What follows belongs to an exercise in optimizing a design on an open flow for a short achievable clock period and few clock cycles per item; a production flow would make more cautious choices. At most, simulation tests tie the RTL to the original design; equivalence was not proved.

==> run a: inputs <==
// gpio_bus_slave
module gpio_bus_slave (
	input  logic                                BUS,
	input  logic                                reset,
	input  logic                                valid,
	input  logic                                rnw,
	input  gpio_bus_pkg::addr_t                 addr,
	input  gpio_bus_pkg::data_t                 write_data,
	input  gpio_bus_pkg::gpio_vec_t             gp_ip,
	output logic                                ready,
	output logic                                error,
	output gpio_bus_pkg::data_t                 read_data,
	output gpio_bus_pkg::gpio_vec_t             gp_op,
	output logic [gpio_bus_pkg::WORD_COUNT-1:0] gp_op_valid
);
==> module gpio_addr_decode, before the edit <==
module gpio_addr_decode (
	input  gpio_bus_pkg::addr_t       addr,
	output gpio_bus_pkg::region_t     region,
	output gpio_bus_pkg::word_index_t word_index
);
	gpio_bus_pkg::addr_t gpo_offset;
	gpio_bus_pkg::addr_t gpi_offset;
	logic  aligned;
	logic  in_gpo;
	logic  in_gpi;
	assign gpo_offset = addr - gpio_bus_pkg::GPO_BASE;
	assign gpi_offset = addr - gpio_bus_pkg::GPI_BASE;
	assign in_gpo  = (gpo_offset < gpio_bus_pkg::BANK_BYTES);
	assign in_gpi  = (gpi_offset < gpio_bus_pkg::BANK_BYTES);
	assign aligned = (addr[gpio_bus_pkg::BYTE_OFFSET_W-1:0] == '0);  
	assign word_index = addr[gpio_bus_pkg::BYTE_OFFSET_W +: $clog2(gpio_bus_pkg::WORD_COUNT)];
	always_comb begin
		region = gpio_bus_pkg::REGION_NONE;                            
		if (aligned) begin
			if (in_gpo) begin
				region = gpio_bus_pkg::REGION_GPO;
			end
			else if (in_gpi) begin
				region = gpio_bus_pkg::REGION_GPI;
			end
		end
	end
endmodule
==> module bus_wait_timer, before the edit <==
module bus_wait_timer (
	input  logic BUS,
	input  logic reset,
	input  logic valid,
	input  logic rnw,
	output logic ready,
	output logic done
);
	typedef enum logic [1:0] {
		ST_IDLE,                                         
		ST_WAIT,                                         
		ST_RECOVER                                       
	} state_t;
	state_t      state;
	gpio_bus_pkg::wait_count_t count;
	gpio_bus_pkg::wait_count_t target;
	assign target = rnw ? gpio_bus_pkg::READ_WAIT : gpio_bus_pkg::WRITE_WAIT;      
	assign done = (state == ST_WAIT) && (count == target);
	always_ff @(posedge BUS) begin
		if (reset) begin
			state <= ST_IDLE;
			count <= '0;
			ready <= 1'b0;
		end
		else begin
			ready <= 1'b0;                               
			case (state)
				ST_IDLE: begin
					if (valid) begin
						state <= ST_WAIT;
						count <= 2'd1;                               
					end
				end
				ST_WAIT: begin
					if (done) begin
						state <= ST_RECOVER;
						ready <= 1'b1;
					end
					else begin
						count <= count + 2'd1;
					end
				end
				default: begin
					state <= ST_IDLE;                    
					count <= '0;
				end
			endcase
		end
	end
endmodule
==> module gpo_register_bank, before the edit <==
module gpo_register_bank (
	input  logic                                  BUS,
	input  logic                                  reset,
	input  logic                                  done,
	input  logic                                  rnw,
	input  gpio_bus_pkg::region_t                 region,
	input  gpio_bus_pkg::word_index_t             word_index,
	input  gpio_bus_pkg::data_t                   write_data,
	output gpio_bus_pkg::gpio_vec_t               gp_op,
	output logic [gpio_bus_pkg::WORD_COUNT-1:0]   gp_op_valid,
	output gpio_bus_pkg::data_t                   gpo_word
);
	logic write_hit;
	assign write_hit = done && !rnw && (region == gpio_bus_pkg::REGION_GPO);
	always_ff @(posedge BUS) begin
		if (reset) begin
			gp_op       <= '0;
			gp_op_valid <= '0;
		end
		else begin
			gp_op_valid <= '0;                           
			if (write_hit) begin
				gp_op[word_index*gpio_bus_pkg::DATA_W +: gpio_bus_pkg::DATA_W] <= write_data;
				gp_op_valid[word_index]            <= 1'b1;  
			end
		end
	end
	assign gpo_word = gp_op[word_index*gpio_bus_pkg::DATA_W +: gpio_bus_pkg::DATA_W];
endmodule
==> module bus_response_regs, before the edit <==
module bus_response_regs (
	input  logic                      BUS,
	input  logic                      reset,
	input  logic                      done,
	input  logic                      rnw,
	input  gpio_bus_pkg::region_t     region,
	input  gpio_bus_pkg::word_index_t word_index,
	input  gpio_bus_pkg::data_t       gpo_word,
	input  gpio_bus_pkg::gpio_vec_t   gp_ip,
	output gpio_bus_pkg::data_t       read_data,
	output logic                      error
);
	logic  read_err;
	logic  write_err;
	logic  read_ok;
	gpio_bus_pkg::data_t gpi_word;
	gpio_bus_pkg::data_t read_sel;
	assign read_err  = rnw && (region == gpio_bus_pkg::REGION_NONE);
	assign write_err = !rnw && (region != gpio_bus_pkg::REGION_GPO);  
	assign read_ok   = rnw && (region != gpio_bus_pkg::REGION_NONE);
	assign gpi_word = gp_ip[word_index*gpio_bus_pkg::DATA_W +: gpio_bus_pkg::DATA_W];
	assign read_sel = (region == gpio_bus_pkg::REGION_GPO) ? gpo_word : gpi_word;
	always_ff @(posedge BUS) begin
		if (reset) begin
			read_data <= '0;
			error     <= 1'b0;
		end
		else if (done) begin
			error <= read_err || write_err;              
			if (read_ok) begin
				read_data <= read_sel;
			end
		end
	end
endmodule
==> module gpio_bus_slave, before the edit <==
module gpio_bus_slave (
	input  logic                                BUS,
	input  logic                                reset,
	input  logic                                valid,
	input  logic                                rnw,
	input  gpio_bus_pkg::addr_t                 addr,
	input  gpio_bus_pkg::data_t                 write_data,
	input  gpio_bus_pkg::gpio_vec_t             gp_ip,
	output logic                                ready,
	output logic                                error,
	output gpio_bus_pkg::data_t                 read_data,
	output gpio_bus_pkg::gpio_vec_t             gp_op,
	output logic [gpio_bus_pkg::WORD_COUNT-1:0] gp_op_valid
);
	gpio_bus_pkg::region_t     region;                             
	gpio_bus_pkg::word_index_t word_index;
	logic        done;                               
	gpio_bus_pkg::data_t       gpo_word;                           
	gpio_addr_decode u_decode (
		.addr       (addr),
		.region     (region),
		.word_index (word_index)
	);
	bus_wait_timer u_timer (
		.BUS   (BUS),
		.reset (reset),
		.valid (valid),
		.rnw   (rnw),
		.ready (ready),
		.done  (done)
	);
	gpo_register_bank u_gpo (
		.BUS         (BUS),
		.reset       (reset),
		.done        (done),
		.rnw         (rnw),
		.region      (region),
		.word_index  (word_index),
		.write_data  (write_data),
		.gp_op       (gp_op),
		.gp_op_valid (gp_op_valid),
		.gpo_word    (gpo_word)
	);
	bus_response_regs u_resp (
		.BUS        (BUS),
		.reset      (reset),
		.done       (done),
		.rnw        (rnw),
		.region     (region),
		.word_index (word_index),
		.gpo_word   (gpo_word),
		.gp_ip      (gp_ip),
		.read_data  (read_data),
		.error      (error)
	);
endmodule
clock: 4.0 ns
lec_check: 0
cap_margin: 20
core_margin: 2
core_utilization: 40
slew_margin: 20
run.sh (not shown) runs the stock make flow with config.mk's settings and CLKGATE_MAP_FILE= SYNTH_SCRIPT=/design/flow/synth_recipe.tcl, a recipe that flattens the netlist after the stock synthesis.
==> inputs of run b, as changes to run a <==
==> flow/design.v (replaced) <==
package gpio_bus_pkg;
	localparam int ADDR_W        = 32;
	localparam int DATA_W        = 32;
	localparam int BYTE_OFFSET_W = 2;                    
	typedef logic [ADDR_W-1:0] addr_t;                   
	typedef logic [DATA_W-1:0] data_t;                   
	localparam int WORD_COUNT = 8;                       
	typedef logic [$clog2(WORD_COUNT)-1:0] word_index_t;
	typedef logic [WORD_COUNT*DATA_W-1:0]  gpio_vec_t;   
	localparam addr_t GPO_BASE = 32'h0100_0000;          
	localparam addr_t GPI_BASE = 32'h0100_0020;          
	localparam addr_t BANK_BYTES = addr_t'(WORD_COUNT * (DATA_W / 8));
	typedef enum logic [1:0] {
		REGION_GPO,
		REGION_GPI,
		REGION_NONE                                      
	} region_t;
	typedef logic [1:0] wait_count_t;
	localparam wait_count_t WRITE_WAIT = 2'd2;
	localparam wait_count_t READ_WAIT  = 2'd3;
endpackage
module gpio_addr_decode (
	input  gpio_bus_pkg::addr_t       addr,
	output logic                      in_gpo,
	output logic                      in_gpi,
	output gpio_bus_pkg::word_index_t word_index
);
	logic base_hit;                                      
	assign base_hit   = (addr[31:6] == gpio_bus_pkg::GPO_BASE[31:6]) && (addr[1:0] == 2'b00);
	assign in_gpo     = base_hit && !addr[5];
	assign in_gpi     = base_hit &&  addr[5];
	assign word_index = addr[4:2];
endmodule
module bus_wait_timer (
	input  logic BUS,
	input  logic reset,
	input  logic valid,
	output logic ready,
	output logic accept
);
	assign accept = valid && !ready;
	always_ff @(posedge BUS) begin
		if (reset) begin
			ready <= 1'b0;
		end
		else begin
			ready <= accept;
		end
	end
endmodule
module gpo_register_bank (
	input  logic                                  BUS,
	input  logic                                  reset,
	input  logic                                  accept,
	input  logic                                  rnw,
	input  logic                                  in_gpo,
	input  gpio_bus_pkg::word_index_t             word_index,
	input  gpio_bus_pkg::data_t                   write_data,
	output gpio_bus_pkg::gpio_vec_t               gp_op,
	output logic [gpio_bus_pkg::WORD_COUNT-1:0]   gp_op_valid
);
	logic write_hit;
	assign write_hit = accept && !rnw && in_gpo;
	always_ff @(posedge BUS) begin
		if (reset) begin
			gp_op       <= '0;
			gp_op_valid <= '0;
		end
		else begin
			gp_op_valid <= '0;
			if (write_hit) begin
				gp_op[word_index*gpio_bus_pkg::DATA_W +: gpio_bus_pkg::DATA_W] <= write_data;
				gp_op_valid[word_index]            <= 1'b1;
			end
		end
	end
endmodule
module bus_response_regs (
	input  logic                      BUS,
	input  logic                      reset,
	input  logic                      accept,
	input  logic                      rnw,
	input  logic                      in_gpo,
	input  logic                      in_gpi,
	input  logic [3:0]                read_index,        
	input  gpio_bus_pkg::gpio_vec_t   gp_op,
	input  gpio_bus_pkg::gpio_vec_t   gp_ip,
	output gpio_bus_pkg::data_t       read_data,
	output logic                      error
);
	logic [2*gpio_bus_pkg::WORD_COUNT*gpio_bus_pkg::DATA_W-1:0] all_words;
	logic read_ok;
	gpio_bus_pkg::data_t read_sel;
	assign all_words = {gp_ip, gp_op};
	assign read_ok   = rnw && (in_gpo || in_gpi);
	assign read_sel  = all_words[read_index*gpio_bus_pkg::DATA_W +: gpio_bus_pkg::DATA_W];
	always_ff @(posedge BUS) begin
		if (reset) begin
			read_data <= '0;
			error     <= 1'b0;
		end
		else if (accept) begin
			error <= rnw ? !(in_gpo || in_gpi) : !in_gpo;
			if (read_ok) begin
				read_data <= read_sel;
			end
		end
	end
endmodule
module gpio_bus_slave (
	input  logic                                BUS,
	input  logic                                reset,
	input  logic                                valid,
	input  logic                                rnw,
	input  gpio_bus_pkg::addr_t                 addr,
	input  gpio_bus_pkg::data_t                 write_data,
	input  gpio_bus_pkg::gpio_vec_t             gp_ip,
	output logic                                ready,
	output logic                                error,
	output gpio_bus_pkg::data_t                 read_data,
	output gpio_bus_pkg::gpio_vec_t             gp_op,
	output logic [gpio_bus_pkg::WORD_COUNT-1:0] gp_op_valid
);
	logic                      in_gpo;
	logic                      in_gpi;
	gpio_bus_pkg::word_index_t word_index;
	logic                      accept;               
	gpio_addr_decode u_decode (
		.addr       (addr),
		.in_gpo     (in_gpo),
		.in_gpi     (in_gpi),
		.word_index (word_index)
	);
	bus_wait_timer u_timer (
		.BUS    (BUS),
		.reset  (reset),
		.valid  (valid),
		.ready  (ready),
		.accept (accept)
	);
	gpo_register_bank u_gpo (
		.BUS         (BUS),
		.reset       (reset),
		.accept      (accept),
		.rnw         (rnw),
		.in_gpo      (in_gpo),
		.word_index  (word_index),
		.write_data  (write_data),
		.gp_op       (gp_op),
		.gp_op_valid (gp_op_valid)
	);
	bus_response_regs u_resp (
		.BUS        (BUS),
		.reset      (reset),
		.accept     (accept),
		.rnw        (rnw),
		.in_gpo     (in_gpo),
		.in_gpi     (in_gpi),
		.read_index ({addr[5], word_index}),
		.gp_op      (gp_op),
		.gp_ip      (gp_ip),
		.read_data  (read_data),
		.error      (error)
	);
endmodule
ABC_CLOCK_PERIOD_IN_PS = 1400   (was not set)
SETUP_SLACK_MARGIN = 2.6   (was not set)
==> qor summary <==
| quantity | run b | run a |
|---|---|---|
| Run status | no timing/DRC/antenna violations | no timing/DRC/antenna violations |
| CP Max Fanout | 10 | 25 |
| Unrepaired setup endpoints after global routing | yes | no |
| Capturing instance or port of the critical path | u_gpo.gp_op[163]$_SDFFE_PP0P_ | u_resp.read_data[18]$_SDFFE_PP0P_ |
| Crit path launch | addr[2] | addr[10] |
| Slew @ Worst Pin | 1.00 ns | 1.09 ns |
| Final-layout clock-cell area share | 3.48% | 4.45% |
| Most frequently used cell type in the post-synthesis netlist | dfxtp_1 | nand2_1 |
| Startpoint of the most critical register-to-register path | u_timer.ready$_SDFF_PP0_ | u_timer.count[0]$_SDFFE_PP0P_ |
| Count of H-tree levels built during CTS | 2 | 1 |
| Number of global-route vias before repair | 19100 | 16700 |
| Post-synthesis adder-cell area fraction | 0.718% | 0.585% |
| Leading cell kind | buffers | multi-input combinational cells |
Testbench counts of run a, summed over its fixed seeds: cycles 21,724, items 4,800.
No functional check of the RTL was part of run b.

==> port drivers added, routing unchanged <==
The results above use ideal ports. As a check the final layouts listed here were re-extracted and re-timed, cells and wires unchanged. Step 1 assumes that a clkbuf_16 drives the clock port and a buf_2 every other input. Step 2 also shifts input and output timing later by t, the mid clock arrival at the registers, as if the neighbouring blocks saw the same clock. Three values: no drivers, after step 1, after step 2; two values: the first two.
| run | t (ns) | setup slack, ns | hold slack, ns | latest minus earliest clock arrival (ns) |
|---|---|---|---|---|
| run a | 0.612 | 0.539 / 0.566 / -0.046 | 0.467 / 0.467 / 0.467 | 0.024 / 0.024 |
| run b | 0.595 | 1.076 / 0.922 / 0.327 | 0.485 / 0.485 / 0.485 | 0.040 / 0.039 |
With both steps, setup timing fails in run a, where it was met with ideal ports. For run b, which loses most, drivers alone change the setup slack by -0.154 ns; drivers and shift together by -0.749 ns.
